Source: an optimization exercise on an open RTL-to-GDS flow (aim: small area and a short achievable clock period). Production flows keep margins and buffers that such runs may drop.
Only simulation tests tie the RTL to the original design; equivalence was not proved.
No activity file was given, so power comes from the tool's default toggle rates.

[design/flow/design.v]
`default_nettype none
package mac_pkg;
	localparam int PIXEL_W      = 16;    
	localparam int WEIGHT_W     = 16;    
	localparam int ACC_W        = 32;    
	localparam int LANES        = 4;     
	localparam int HID_DEPTH    = 16;    
	localparam int HID_ADDR_W   = 4;
	localparam int NEURONS      = 64;    
	localparam int NEURON_IDX_W = 6;
	typedef logic signed [PIXEL_W-1:0]        pixel_t;
	typedef logic [LANES*WEIGHT_W-1:0]        weight_word_t;   
	typedef logic [LANES*ACC_W-1:0]           acc_word_t;      
	typedef logic [HID_ADDR_W-1:0]            hid_addr_t;
	typedef logic [NEURON_IDX_W-1:0]          neuron_idx_t;    
endpackage
`default_nettype wire
`timescale 1ns/1ps
`default_nettype none
module input_sequencer (
	input  logic                  clk,
	input  logic                  reset,
	input  logic                  i_start,       
	input  logic                  i_valid,       
	input  mac_pkg::pixel_t       i_pixel,
	input  mac_pkg::weight_word_t i_weights,
	input  logic                  i_last,
	output logic                  o_busy,
	output logic                  o_op_valid,
	output mac_pkg::pixel_t       o_pixel,
	output mac_pkg::weight_word_t o_weights,
	output logic                  o_first,       
	output logic                  o_dump,        
	output logic [6:0]            o_dcnt         
);
	logic                run;
	mac_pkg::hid_addr_t  addr;            
	logic                first;           
	logic                accept;
	logic                fin;
	assign accept = i_valid && run;
	assign fin    = accept && (addr == 4'd15) && i_last;
	always_ff @(posedge clk) begin
		if (reset) begin
			run        <= 1'b0;
			o_dump     <= 1'b0;
			o_busy     <= 1'b0;
			o_op_valid <= 1'b0;
		end else begin
			o_op_valid <= accept;
			if (!o_busy) begin
				if (i_start) begin
					run    <= 1'b1;
					o_busy <= 1'b1;
				end
			end
			if (fin) begin
				run    <= 1'b0;
				o_dump <= 1'b1;
			end
			if (o_dump && o_dcnt == 7'd67) begin
				o_dump <= 1'b0;
				o_busy <= 1'b0;
			end
		end
	end
	always_ff @(posedge clk) begin
		if (!o_busy) begin
			addr  <= '0;
			first <= 1'b1;
		end else if (accept) begin
			addr <= addr + 1'b1;    
			if (addr == 4'd15)
				first <= 1'b0;
		end
		o_dcnt <= o_dump ? o_dcnt + 1'b1 : 7'd0;
	end
	always_ff @(posedge clk) begin
		o_pixel   <= accept ? i_pixel : '0;
		o_weights <= i_weights;
		o_first   <= accept && first;
	end
endmodule
`default_nettype wire
`timescale 1ns/1ps
`default_nettype none
module mac_lane_array (
	input  logic                  clk,
	input  mac_pkg::pixel_t       i_pixel,
	input  mac_pkg::weight_word_t i_weights,
	output mac_pkg::acc_word_t    o_prod
);
	for (genvar l = 0; l < mac_pkg::LANES; l++) begin : g_lane
		logic signed [mac_pkg::WEIGHT_W-1:0] weight;
		assign weight = i_weights[l*mac_pkg::WEIGHT_W +: mac_pkg::WEIGHT_W];
		always_ff @(posedge clk)
			o_prod[l*mac_pkg::ACC_W +: mac_pkg::ACC_W] <= i_pixel * weight;    
	end
endmodule
`default_nettype wire
`timescale 1ns/1ps
`default_nettype none
module hidden_ram (
	input  logic               clk,
	input  logic               i_shift,
	input  logic               i_first,     
	input  mac_pkg::acc_word_t i_prod,
	output mac_pkg::acc_word_t o_head
);
	localparam int W = mac_pkg::LANES * mac_pkg::ACC_W;
	logic [mac_pkg::HID_DEPTH*W-1:0] ring;    
	mac_pkg::acc_word_t              sum;
	assign o_head = ring[W-1:0];
	for (genvar l = 0; l < mac_pkg::LANES; l++) begin : g_lane
		assign sum[l*mac_pkg::ACC_W +: mac_pkg::ACC_W] =
			(i_first ? 32'd0 : o_head[l*mac_pkg::ACC_W +: mac_pkg::ACC_W]) + i_prod[l*mac_pkg::ACC_W +: mac_pkg::ACC_W];
	end
	always_ff @(posedge clk) begin
		if (i_shift)
			ring <= {sum, ring[mac_pkg::HID_DEPTH*W-1:W]};
	end
endmodule
`default_nettype wire
`timescale 1ns/1ps
`default_nettype none
module result_reader (
	input  logic                        clk,
	input  logic                        reset,
	input  logic                        i_dump,
	input  logic [6:0]                  i_dcnt,
	input  mac_pkg::acc_word_t          i_head,
	output logic                        o_rotate,
	output logic                        o_valid,
	output mac_pkg::neuron_idx_t        o_index,
	output logic signed [mac_pkg::ACC_W-1:0] o_value,
	output logic                        o_done
);
	logic [6:0] k;
	assign k = i_dcnt - 7'd3;
	assign o_rotate = i_dump && (k[1:0] == 2'd3) && (i_dcnt >= 7'd6);
	always_ff @(posedge clk) begin
		if (reset) begin
			o_valid <= 1'b0;
			o_done  <= 1'b0;
		end else begin
			o_valid <= i_dump && (i_dcnt >= 7'd3) && (i_dcnt <= 7'd66);
			o_done  <= i_dump && (i_dcnt == 7'd66);
		end
	end
	always_ff @(posedge clk) begin
		o_index <= k[5:0];
		o_value <= i_head[k[1:0]*mac_pkg::ACC_W +: mac_pkg::ACC_W];
	end
endmodule
`default_nettype wire
`timescale 1ns/1ps
`default_nettype none
module mac_top (
	input  logic                        clk,
	input  logic                        reset,
	input  logic                        i_start,
	input  logic                        i_valid,
	input  mac_pkg::pixel_t             i_pixel,
	input  mac_pkg::weight_word_t       i_weights,
	input  logic                        i_last,
	output logic                        o_busy,
	output logic                        o_valid,
	output mac_pkg::neuron_idx_t        o_index,
	output logic signed [mac_pkg::ACC_W-1:0] o_value,
	output logic                        o_done
);
	logic                  op_valid;
	mac_pkg::pixel_t       op_pixel;
	mac_pkg::weight_word_t op_weights;
	logic                  op_first;
	logic                  dump;
	logic [6:0]            dcnt;
	mac_pkg::acc_word_t    prod;
	logic                  pr_valid;
	logic                  pr_first;
	mac_pkg::acc_word_t    head;
	logic                  rotate;
	input_sequencer seq_i (
		.clk        (clk),
		.reset      (reset),
		.i_start    (i_start),
		.i_valid    (i_valid),
		.i_pixel    (i_pixel),
		.i_weights  (i_weights),
		.i_last     (i_last),
		.o_busy     (o_busy),
		.o_op_valid (op_valid),
		.o_pixel    (op_pixel),
		.o_weights  (op_weights),
		.o_first    (op_first),
		.o_dump     (dump),
		.o_dcnt     (dcnt)
	);
	mac_lane_array mac_i (
		.clk       (clk),
		.i_pixel   (op_pixel),
		.i_weights (op_weights),
		.o_prod    (prod)
	);
	always_ff @(posedge clk) begin
		if (reset)
			pr_valid <= 1'b0;
		else
			pr_valid <= op_valid;
		pr_first <= op_first;
	end
	hidden_ram ram_i (
		.clk     (clk),
		.i_shift (pr_valid || rotate),
		.i_first (pr_first),
		.i_prod  (prod),
		.o_head  (head)
	);
	result_reader rd_i (
		.clk      (clk),
		.reset    (reset),
		.i_dump   (dump),
		.i_dcnt   (dcnt),
		.i_head   (head),
		.o_rotate (rotate),
		.o_valid  (o_valid),
		.o_index  (o_index),
		.o_value  (o_value),
		.o_done   (o_done)
	);
endmodule
`default_nettype wire
[design/flow/run.sh]
#!/bin/bash
# synth_recipe.tcl (not shown) runs the flow's synth.tcl, then flattens the netlist and writes it again
# the make line also repeats each setting of config.mk as NAME=value (left out here)
make -C /OpenROAD-flow-scripts/flow DESIGN_CONFIG=/design/flow/config.mk WORK_HOME=/design/flow/orfs CLKGATE_MAP_FILE= SYNTH_SCRIPT=/design/flow/synth_recipe.tcl finish
[design/flow/config.mk]
export PLATFORM = sky130hd
export DESIGN_NAME = mac_top
export DESIGN_NICKNAME = mac_top
export VERILOG_FILES = /design/flow/design.v
export SDC_FILE = /design/flow/constraint.sdc
export NUM_CORES = 4
export LEC_CHECK = 0
export CAP_MARGIN = 20
export CORE_MARGIN = 2
export CORE_UTILIZATION = 45
export SLEW_MARGIN = 20
[design/flow/constraint.sdc]
create_clock -name core_clock -period 8.0 [get_ports {clk}]
set_input_delay 1.6000 -clock core_clock [delete_from_list [all_inputs] [get_ports {clk}]]
set_output_delay 1.6000 -clock core_clock [all_outputs]
set_load 0.01 [all_outputs]
==> run summary <==
Worst Hold Path Cells 0; Via density 5.026; share of cells above drive strength 1 between 6 and 7%; startpoint types register; setup TNS 0 ns; share of the synthesized area in the top cell type about 54%; Post-Syn Area between 0.1 and 0.15 mm^2; top cells by area, synth edfxtp_1 54%, fa_1 18%, ha_1 5.0%; multi-input logic area approximately 0.042 mm^2; EDFF count, synth 2048; Async SR Flop Fraction 0%; Total Nets Final between 9000 and 10000; reg2reg path depth 21; CP Class register to register; # fillers ~21000; final setup violation count 0; CTS max path bufs 3; IO Pins approximately 130; max-slew violations 0; CTS tree done; Power Density about 240 mW/mm^2; Clock Latency Late Sink 0.90 ns; First-pass DRT Iterations 5; vias after detailed routing slightly below 60000; Seq/Total Area, Yosys about 60%; most common cell in the netlist edfxtp_1; post-synth cell types 77; die width approximately 510 um; fmax ~130 MHz; clock-pin slew on the worst setup and hold paths roughly 0.070 ns; Mapped Nets approximately 9400; Int Pwr around 22 mW; FF+latch count, synth around 2300; cts hold-fix bufs 0; Final Hold Fails 0; Tot Pwr between 30 and 40 mW; Synth Warn # 5; Port Buf Inserts around 130; top post-synthesis cells by count 2048 x edfxtp_1, 1210 x inv_1, 1052 x fa_1, 564 x nand2_1, 495 x and2_1; switching power between 8 and 9 mW; sw frac 28.53%; CTS buffer count between 200 and 250; Total Wirelength ~240000 um; cell count after synthesis 7799; Root Buffer clkbuf_16; max-capacitance violation count 0; arrival time worst endpoint approximately 8.3 ns; Mapped Avg Cell Area about 15 um^2; Starting Density 45.13%; leak pwr roughly 51 nW; H-tree depth 4; CP Data Required Time between 8 and 9 ns; post-cts repair resize count 0; worst hold path class register to register; Antenna Nets Post-Route 0; CP max FO 33; status finished clean; Synth area leader edfxtp_1; post-route minimum period between 7 and 8 ns; gpl congestion 0.8746; Num Clock Sinks 2315; Post-CTS Setup Bufs 0; Die Y around 510 um; Slew Limit Headroom 20.91%; Flop pwr share between 40 and 50%; RSZ-0062 raised after global routing false; Final Skew around 0.089 ns; Peak supply drop between 0.0002 and 0.00025 V; first-pass GRT wire length about 370000 um; largest net degree at the start of global routing 200; Total Routing Usage GR a little under a fifth; die area 0.2582 mm^2; combinational power share 20.7%; Worst R2R Setup Slack between 0.4 and 0.5 ns; # DRC 0; total grt overflow 0; worst slew pin tran around 1.2 ns; DP HPWL 174400 um; crit end category register; Primary FF master, synth edfxtp_1; Placement Rows between 150 and 200; DR iter-0 viols ~5000; fin crit share 93.82%; clock power share about a third; vias in the first global route a little over 60000; Area Growth Syn to Fin 11.70%; initial antenna violation count 30; register area ~0.067 mm^2; Wirelength per Cell just over 20 um; CORE AREA around 0.25 mm^2
-- worst max-delay path, stage by stage, from the launching register on --
cell     delay [ns]
dfxtp_2        0.96
buf_4          0.38
nand2_1        0.11
fa_1           0.55
inv_1          0.05
fa_1           0.48
fa_1           0.59
fa_1           0.43
fa_1           0.49
inv_1          0.05
fa_1           0.47
inv_1          0.04
ha_1           0.35
a21o_1         0.19
a21oi_1        0.16
o21ai_1        0.09
o41ai_1        0.53
nand2_1        0.09
o21ai_0        0.38
o21ai_1        0.17
o41ai_1        0.62
xnor2_1        0.21
-- sequential cells by signal, summed over array words and instances (netlist names), 4 cells and up --
name             cells
ram_i.ring        2048
mac_i.o_prod       128
seq_i.o_weights     64
rd_i.o_value        32
seq_i.o_pixel       16
seq_i.o_dcnt         7
rd_i.o_index         6
seq_i.addr           4
-- worst paths after layout --
kind                           from                 to
hold / removal        seq_i.o_first           pr_first
hold reg to reg       seq_i.o_first           pr_first
setup reg to reg  seq_i.o_pixel[12]  mac_i.o_prod[127]
setup / recovery  seq_i.o_pixel[12]  mac_i.o_prod[127]
-- layer usage --
| metal | GRT usage (%) | wire length [um] | vias to the layer above |
|---|---|---|---|
| met2 | 30.00 | 111300 | 1418 |
| met4 | 6.256 | 7486 | 2 |
| met3 | 2.681 | 11160 | 423 |
| met5 | 0 | 7 | - |
| met1 | 27.27 | 110000 | 30070 |
| li1 | - | - | 26560 |
-- per-stage QoR --
stage	utilization, %	cells	hold slack (ns)	worst slack, ns	area [um^2]
after floorplan	-	7799	0.3096	-8.557	114400
after global placement	47.35	11170	0.3227	0.3876	120000
after detailed placement	47.35	11170	0.3238	0.4468	120000
after CTS	50.39	11620	0.3361	0.4462	127700
after global routing	50.40	11630	0.3402	0.05197	127700
final	50.40	11630	0.3356	0.4940	127800
-- kinds of logic (layout without fill, tap and decap cells) --
family / after synthesis / count (layout) / share of synthesized area, %
buffers and inverters: 1427 / 1879 / 4.683
and+or+nand+nor: 1621 / 1621 / 7.189
xor gates and xnor gates: 246 / 246 / 1.884
other: 0 / 16 / 0
muxes: 36 / 36 / 0.6662
adders and majority gates: 1508 / 1508 / 23.40
DFF: 2315 / 2315 / 58.44
AOI/OAI and AO/OA: 646 / 646 / 3.733
-- power by group through the flow --
stage	Combinational, mW	Clock, mW	Sequential, mW
final	6.43	10.7	13.9
after CTS	6.45	11.1	14.0
after global placement	6.27	0	14.2
after floorplan	4.48	0	14.1
after global routing	7.19	11.5	14.0
after detailed placement	6.40	0	14.2
-- area by class of cell --
type	instances	area share (%)
clock inverters	142	1.162
well taps	3366	3.297
inverters	1211	3.564
multi-input cells	4057	33.04
clock buffers	301	4.868
diodes	16	0.03134
repair buffers	225	1.694
flip-flops and latches	2315	52.34
-- cells in the final DEF (no fill, tap or decap), types with 47 or more instances in the layout --
| cell type | count |
|---|---|
| edfxtp_1 | 2048 |
| inv_1 | 1209 |
| fa_1 | 1052 |
| nand2_1 | 564 |
| and2_1 | 495 |
| ha_1 | 455 |
| dfxtp_1 | 249 |
| clkbuf_16 | 235 |
| xnor2_1 | 188 |
| a21oi_1 | 185 |
| nor2_1 | 176 |
| nor2b_1 | 148 |
| clkdlybuf4s50_1 | 125 |
| a21o_1 | 111 |
| o21ai_0 | 88 |
| buf_4 | 87 |
| xor2_1 | 58 |
| clkbuf_1 | 57 |
| and3_1 | 47 |
| nand2b_1 | 47 |

==> afterwards: timing with drivers on the ports <==
The results above use ideal ports. As a check the final layout listed here was re-extracted and re-timed, cells and wires unchanged. Step 1 (the two cells are an assumption about what drives the block):
set clk [get_ports {clk}]
set_driving_cell -lib_cell sky130_fd_sc_hd__clkbuf_16 $clk
set_driving_cell -lib_cell sky130_fd_sc_hd__buf_2 [delete_from_list [all_inputs] $clk]
Step 2, shift: input delay + t, output delay - t, t = (earliest + latest rising clock arrival at the registers) / 2. This alone moves slack from input paths to output paths. a / b / c = ideal / step 1 / step 2; a / b = the first two.
shift t [ns]: 0.953
slack for setup (ns): 0.494 / 0.494 / 0.494
worst register clock-pin slew, ns: 0.07 / 0.07
After both steps setup and hold are still met in this run. The setup slack of this run moves by 0.000 ns with the drivers and by 0.000 ns with both steps.
